Context: an optimization exercise on an open-source flow, tuned for small area and a short achievable clock period. The choices shown serve that exercise and are no tape-out recipe.
In this exercise RTL edits were held to simulation tests only and were not proved equivalent to the original.

--- flow/design.v ---
module vga_box_compositor #(
  parameter int COLOR_W  = 4,
  parameter int N_BOX    = 4,
  parameter int CW       = 10,
  parameter int H_ACTIVE = 640,
  parameter int H_FP     = 16,
  parameter int H_SYNC   = 96,
  parameter int H_BP     = 48,
  parameter int V_ACTIVE = 480,
  parameter int V_FP     = 10,
  parameter int V_SYNC   = 2,
  parameter int V_BP     = 33,
  localparam int IDX_W   = (N_BOX > 1) ? $clog2(N_BOX) : 1
) (
  input  logic                   clk,
  input  logic                   rst_n,
  input  logic                   pix_en,
  input  logic [3*COLOR_W-1:0]   bg_rgb,
  input  logic                   cfg_valid,
  output logic                   cfg_ready,
  input  logic [IDX_W-1:0]       cfg_idx,
  input  logic [CW-1:0]          cfg_x0,
  input  logic [CW-1:0]          cfg_y0,
  input  logic [CW-1:0]          cfg_x1,
  input  logic [CW-1:0]          cfg_y1,
  input  logic [3*COLOR_W-1:0]   cfg_rgb,
  input  logic [2:0]             cfg_alpha,
  input  logic                   cfg_en,
  output logic [COLOR_W-1:0]     vga_r,
  output logic [COLOR_W-1:0]     vga_g,
  output logic [COLOR_W-1:0]     vga_b,
  output logic                   vga_hs,
  output logic                   vga_vs,
  output logic                   frame_start
);
  localparam int H_TOTAL = H_ACTIVE + H_FP + H_SYNC + H_BP;
  localparam int V_TOTAL = V_ACTIVE + V_FP + V_SYNC + V_BP;
  localparam int RGB_W   = 3 * COLOR_W;
  localparam int MW      = COLOR_W + 3;
  logic [CW-1:0] h, v;
  logic          last_h, commit, cfg_we;
  assign last_h    = (h == CW'(H_TOTAL - 1));
  assign commit    = pix_en && last_h && (v == CW'(V_ACTIVE - 1));
  assign cfg_ready = !commit;
  assign cfg_we    = cfg_valid && cfg_ready && (int'(cfg_idx) < N_BOX);
  always_ff @(posedge clk or negedge rst_n) begin
    if (!rst_n) begin
      h <= '0;
      v <= '0;
    end else if (pix_en) begin
      if (last_h) begin
        h <= '0;
        v <= (v == CW'(V_TOTAL - 1)) ? '0 : v + 1'b1;
      end else begin
        h <= h + 1'b1;
      end
    end
  end
  logic [CW-1:0]    p_x0 [N_BOX], p_y0 [N_BOX], p_x1 [N_BOX], p_y1 [N_BOX];
  logic [RGB_W-1:0] p_rgb [N_BOX];
  logic [2:0]       p_alpha [N_BOX];
  logic             p_en [N_BOX];
  logic [CW-1:0]    a_x0 [N_BOX], a_y0 [N_BOX], a_x1 [N_BOX], a_y1 [N_BOX];
  logic [RGB_W-1:0] a_rgb [N_BOX];
  logic [2:0]       a_alpha [N_BOX];
  logic             a_en [N_BOX];
  always_ff @(posedge clk or negedge rst_n) begin
    if (!rst_n) begin
      for (int i = 0; i < N_BOX; i++) begin
        p_x0[i] <= '0;  p_y0[i] <= '0;  p_x1[i] <= '0;  p_y1[i] <= '0;
        p_rgb[i] <= '0; p_alpha[i] <= '0; p_en[i] <= 1'b0;
      end
    end else if (cfg_we) begin
      p_x0[cfg_idx]    <= cfg_x0;
      p_y0[cfg_idx]    <= cfg_y0;
      p_x1[cfg_idx]    <= cfg_x1;
      p_y1[cfg_idx]    <= cfg_y1;
      p_rgb[cfg_idx]   <= cfg_rgb;
      p_alpha[cfg_idx] <= (cfg_alpha > 3'd4) ? 3'd4 : cfg_alpha;
      p_en[cfg_idx]    <= cfg_en;
    end
  end
  always_ff @(posedge clk or negedge rst_n) begin
    if (!rst_n) begin
      for (int i = 0; i < N_BOX; i++) begin
        a_x0[i] <= '0;  a_y0[i] <= '0;  a_x1[i] <= '0;  a_y1[i] <= '0;
        a_rgb[i] <= '0; a_alpha[i] <= '0; a_en[i] <= 1'b0;
      end
    end else if (commit) begin
      for (int i = 0; i < N_BOX; i++) begin
        a_x0[i] <= p_x0[i];   a_y0[i] <= p_y0[i];
        a_x1[i] <= p_x1[i];   a_y1[i] <= p_y1[i];
        a_rgb[i] <= p_rgb[i]; a_alpha[i] <= p_alpha[i]; a_en[i] <= p_en[i];
      end
    end
  end
  logic [N_BOX-1:0] hit;
  logic             hs_raw, vs_raw, act_raw;
  always_comb begin
    hit = '0;
    for (int i = 0; i < N_BOX; i++)
      hit[i] = a_en[i] && (a_x0[i] <= h) && (h < a_x1[i]) && (a_y0[i] <= v) && (v < a_y1[i]);
  end
  assign act_raw = (h < CW'(H_ACTIVE)) && (v < CW'(V_ACTIVE));
  assign hs_raw  = !((h >= CW'(H_ACTIVE + H_FP)) && (h < CW'(H_ACTIVE + H_FP + H_SYNC)));
  assign vs_raw  = !((v >= CW'(V_ACTIVE + V_FP)) && (v < CW'(V_ACTIVE + V_FP + V_SYNC)));
  logic [N_BOX-1:0] s1_hit;
  logic             s1_act, s1_hs, s1_vs, s1_first;
  logic [RGB_W-1:0] s1_bg;
  always_ff @(posedge clk or negedge rst_n) begin
    if (!rst_n) begin
      s1_hit   <= '0;
      s1_act   <= 1'b0;
      s1_hs    <= 1'b1;
      s1_vs    <= 1'b1;
      s1_first <= 1'b0;
      s1_bg    <= '0;
    end else if (pix_en) begin
      s1_hit   <= hit;
      s1_act   <= act_raw;
      s1_hs    <= hs_raw;
      s1_vs    <= vs_raw;
      s1_first <= (h == '0) && (v == '0);
      s1_bg    <= bg_rgb;
    end
  end
  logic [RGB_W-1:0] blend;
  logic [MW-1:0]    mix;
  always_comb begin
    blend = s1_bg;
    mix   = '0;
    for (int i = 0; i < N_BOX; i++) begin
      if (s1_hit[i]) begin
        for (int ch = 0; ch < 3; ch++) begin
          mix = MW'(a_alpha[i]) * MW'(a_rgb[i][ch*COLOR_W +: COLOR_W])
              + (MW'(4) - MW'(a_alpha[i])) * MW'(blend[ch*COLOR_W +: COLOR_W]);
          blend[ch*COLOR_W +: COLOR_W] = mix[COLOR_W+1:2];
        end
      end
    end
  end
  always_ff @(posedge clk or negedge rst_n) begin
    if (!rst_n) begin
      vga_r       <= '0;
      vga_g       <= '0;
      vga_b       <= '0;
      vga_hs      <= 1'b1;
      vga_vs      <= 1'b1;
      frame_start <= 1'b0;
    end else begin
      frame_start <= pix_en && s1_first;
      if (pix_en) begin
        vga_r  <= s1_act ? blend[3*COLOR_W-1:2*COLOR_W] : '0;
        vga_g  <= s1_act ? blend[2*COLOR_W-1:COLOR_W]   : '0;
        vga_b  <= s1_act ? blend[COLOR_W-1:0]           : '0;
        vga_hs <= s1_hs;
        vga_vs <= s1_vs;
      end
    end
  end
endmodule
--- flow/run.sh ---
#!/bin/bash
# synth_recipe.tcl (not shown) runs the flow's synth.tcl, then flattens the netlist and writes it again
# the make line also repeats each setting of config.mk as NAME=value (left out here)
make -C /OpenROAD-flow-scripts/flow DESIGN_CONFIG=/design/flow/config.mk WORK_HOME=/design/flow/orfs CLKGATE_MAP_FILE= SYNTH_SCRIPT=/design/flow/synth_recipe.tcl finish
--- flow/config.mk ---
export PLATFORM = sky130hd
export DESIGN_NAME = vga_box_compositor
export DESIGN_NICKNAME = vga_box_compositor
export VERILOG_FILES = /design/flow/design.v
export SDC_FILE = /design/flow/constraint.sdc
export NUM_CORES = 4
export LEC_CHECK = 0
export CAP_MARGIN = 20
export CORE_MARGIN = 2
export CORE_UTILIZATION = 40
export SLEW_MARGIN = 20
--- flow/constraint.sdc ---
create_clock -name core_clock -period 20.0 [get_ports {clk}]
set_input_delay 4.0000 -clock core_clock [delete_from_list [all_inputs] [get_ports {clk}]]
set_output_delay 4.0000 -clock core_clock [all_outputs]
set_load 0.01 [all_outputs]
==> results.ini <==
[timing]
slew_viol_final = 0
skew_ns = 0.0276
max-slew-margin-rel_pct = 29.5
period_share_pct = 88.5
finalHoldViolations = 0
rsz0062_at_grt = no
postLayoutSetupSlackWorst_ns = 2.31
worst_pin_slew_ns = 1.06
setup_viol = 0
period_minus_slack_ns = 17.69
whs_ns = 0.471
finalSetupTns_ns = 0
fmax_mhz = 56.5

[synthesis]
synth.most_common_cell = dfrtp_1
synth_cells = 2844
syn_area_per_cell_sq_um = 11.1
syn_nets = 3350
synth_ff_type = dfrtp_1
synth_area_leaders = dfrtp_1 39%, mux2_2 14%, ha_1 11%, fa_1 9.4%, inv_1 3.6%
synth-edff-count = 0
yosysWarnings = 15
ys_ff_latch = 503
synth_seq_area_share_pct = 39.8
synth.cells.most_frequent = 499 x dfrtp_1, 404 x mux2_2, 302 x inv_1
async_flop_share_pct = 100
syn_area_sq_um = 31600
yosysUniqueCellTypes = 68
yosysTopAreaCell = dfrtp_1
yosys.area.top_type_share_pct = 39.5

[floorplanning]
die_h_um = 285
die_w_um = 285
initial_core_util_pct = 40.2
num_rows = 103
core_sq_um = 78600
ios = 90
die_area_sq_um = 81400

[power]
ir_drop_mv = 0.0757
totalPowerFinal_mw = 2.72
power_density_nw_per_um2 = 76.1
p_leak_nw = 17.2

[worst_setup_path]
slowest_delay_ns = 0.66
startpoint = a_alpha[0][0]$_DFFE_PN0P_
crit_path_end_kind = flip-flop
cp-start-kind = flip-flop
r2r_start = a_alpha[0][0]$_DFFE_PN0P_
r2r_slack_ns = 2.31
reg2regPathDepth = 59
crit_top_cell = fa_1
arrival_ns = 18.21
cp.required_ns = 20.52
cp_slowest_cell = dfrtp_1
worst-path-max-fanout = 27
endpoint = vga_b[3]$_DFFE_PN0P_
reg2reg_to = vga_b[3]$_DFFE_PN0P_
worst-setup-path-type = flip-flop to flip-flop

[cts]
cts_tree = built
hold_buffers = 0
postCtsSetupRepairBufs = 0
clock_path_buffers = 3
root_buffer = clkbuf_16
cts.sinks = 503
insertion_delay_ns = 0.64
htree_levels = 2
numCtsBuffers = 57
cts_resized = 0
cts.clk_slew.worst_paths_ns = 0.06

[layout]
areaGrowthSynthToFinish_pct = 13.1
nets = 3425
finish.utilization_pct = 45.5
drive_gt1_share_pct = 18.4
layoutNonFillerInstCount = 4018
postLayoutCellArea_sq_um = 35800

[place]
dpl-instance-area_sq_um = 33700
hpwl_mm = 55.0
portBuffers = 89
dp.cells = 3910
place.gp.congestion = 0.899
place_ws_ns = 2.38

[drt]
vias_per_cell = 5.14
wl_per_cell_um = 18.8
ant_nets = 0
vias = 20700
first_iter_violations = 951
drt-total-wl_mm = 75.6
routed.top_layer = met5
drc_errors = 0
met3_length_mm = 2.79
route.met2.wl_mm = 37.1
first_pass_iters = 5
wl_met1_mm = 33.8

[flow_run]
drv_cap = 0

[status]
outcome = timing/DRC/antenna clean

[global_routing]
grt_pass1_wl_mm = 124
overflow = 0
grtUsageTotal_pct = 19.1
grt_start_max_net_pins = 172
antenna_found_initial = 3
grt_pass1_vias = 22500

[worst_hold_path]
holdCritPathClass = flip-flop to flip-flop

[worst min-delay path by stage]
| stage | start | end | slack (ns) | depth (start not counted) |
|---|---|---|---|---|
| after floorplan | p_alpha[0][2]$_DFFE_PN0P_ | p_alpha[0][2]$_DFFE_PN0P_ | 0.44 | 2 |
| after global placement | p_en[0]$_DFFE_PN0P_ | p_en[0]$_DFFE_PN0P_ | 0.45 | 2 |
| after detailed placement | p_y1[0][1]$_DFFE_PN0P_ | p_y1[0][1]$_DFFE_PN0P_ | 0.46 | 2 |
| after CTS | p_y1[0][1]$_DFFE_PN0P_ | p_y1[0][1]$_DFFE_PN0P_ | 0.47 | 2 |
| after global routing | p_y1[0][4]$_DFFE_PN0P_ | p_y1[0][4]$_DFFE_PN0P_ | 0.49 | 2 |
| final | p_y1[0][6]$_DFFE_PN0P_ | p_y1[0][6]$_DFFE_PN0P_ | 0.47 | 2 |
[registers in the layout, summed over array words and instances, names as in the netlist, 40 cells and up]
register / flops
p_y0: 40
a_y1: 40
a_y0: 40
p_y1: 40
p_x1: 40
p_x0: 40
p_rgb: 48
a_x1: 40
a_rgb: 48
a_x0: 40
[kinds of logic after synthesis]
logic type               count (synthesis)  synth area share (%)
AO/OA/AOI/OAI                          278                  5.73
XOR/XNOR                               126                  3.71
adder cells (fa/ha/maj)                432                  20.6
buffers and inverters                  398                  4.73
flip-flops                             503                  39.8
multiplexers                           416                  14.8
AND/OR/NAND/NOR                        691                  10.6
[routing by layer]
layer | up-vias | global-route usage [%]
li1 | 9671 | -
met2 | 318 | 32.8
met5 | - | 0
met3 | 119 | 2.81
met4 | 4 | 5.01
met1 | 10600 | 25.2
[report_power, final]
group	switching [mW]	internal [mW]
clock network	0.453	0.689
registers	0.0748	1.11
logic	0.211	0.182
[placed cells by master, fill, tap and decap left out, types with 14 or more instances in the layout]
cell type | Yosys | routed
nand2b_1 | 24 | 24
o21ai_0 | 70 | 70
clkbuf_16 | 0 | 58
nor3_1 | 16 | 15
nand2_1 | 295 | 293
ha_1 | 284 | 284
xnor2_1 | 93 | 93
xor2_1 | 28 | 28
clkdlybuf4s50_1 | 0 | 87
nand4_1 | 30 | 30
buf_4 | 0 | 19
a21o_1 | 45 | 45
o21a_1 | 14 | 14
a21oi_1 | 70 | 70
mux2_2 | 404 | 404
nand3_1 | 18 | 18
nor2_1 | 89 | 89
nor2b_1 | 31 | 31
inv_1 | 302 | 302
and2_1 | 159 | 159
fa_1 | 148 | 148
dfrtp_1 | 499 | 499
[worst max-delay path, delay by kind of cell, from the launching register on]
kind	cells	cell delay [ns]
buffers and inverters	6	0.51
adders and majority gates	20	9.62
muxes	1	0.15
DFF	1	0.66
and+or+nand+nor	9	1.85
xor gates and xnor gates	10	1.92
AOI/OAI and AO/OA	13	2.85
[layout make-up]
type                    instances  area (sq um)
clock inverters                30           458
well taps                    1050          1310
fillers                      7339         42800
flip-flops and latches        503         12600
inverters                     303          1140
multi-input cells            1943         17600
clock buffers                  77          1620
repair buffers                111          1080
diodes                          1          2.50

==> static timing again, ports no longer ideal <==
Ports are ideal in the flow. The routed layout listed here was re-timed in OpenROAD. Step 1, drivers: a clkbuf_16 drives clk and a buf_2 each remaining input, both assumed. Step 2 times the ports against the registers' clock, not the clock port: input delays grow and output delays shrink by t, the midpoint of the rising clock arrivals with the driver on. a / b / c = ideal ports / drivers / drivers and shift; a / b = the first two.
t (ns): 0.687
setup slack, ns: 2.305 / 2.305 / 2.305
worst setup path at the end: register to register
latest minus earliest clock arrival (ns): 0.028 / 0.028
worst slew at a driven data input, ns: 0.08
After both steps setup and hold are still met in this run. The setup slack of this run moves by 0.000 ns with the drivers and by 0.000 ns with both steps.
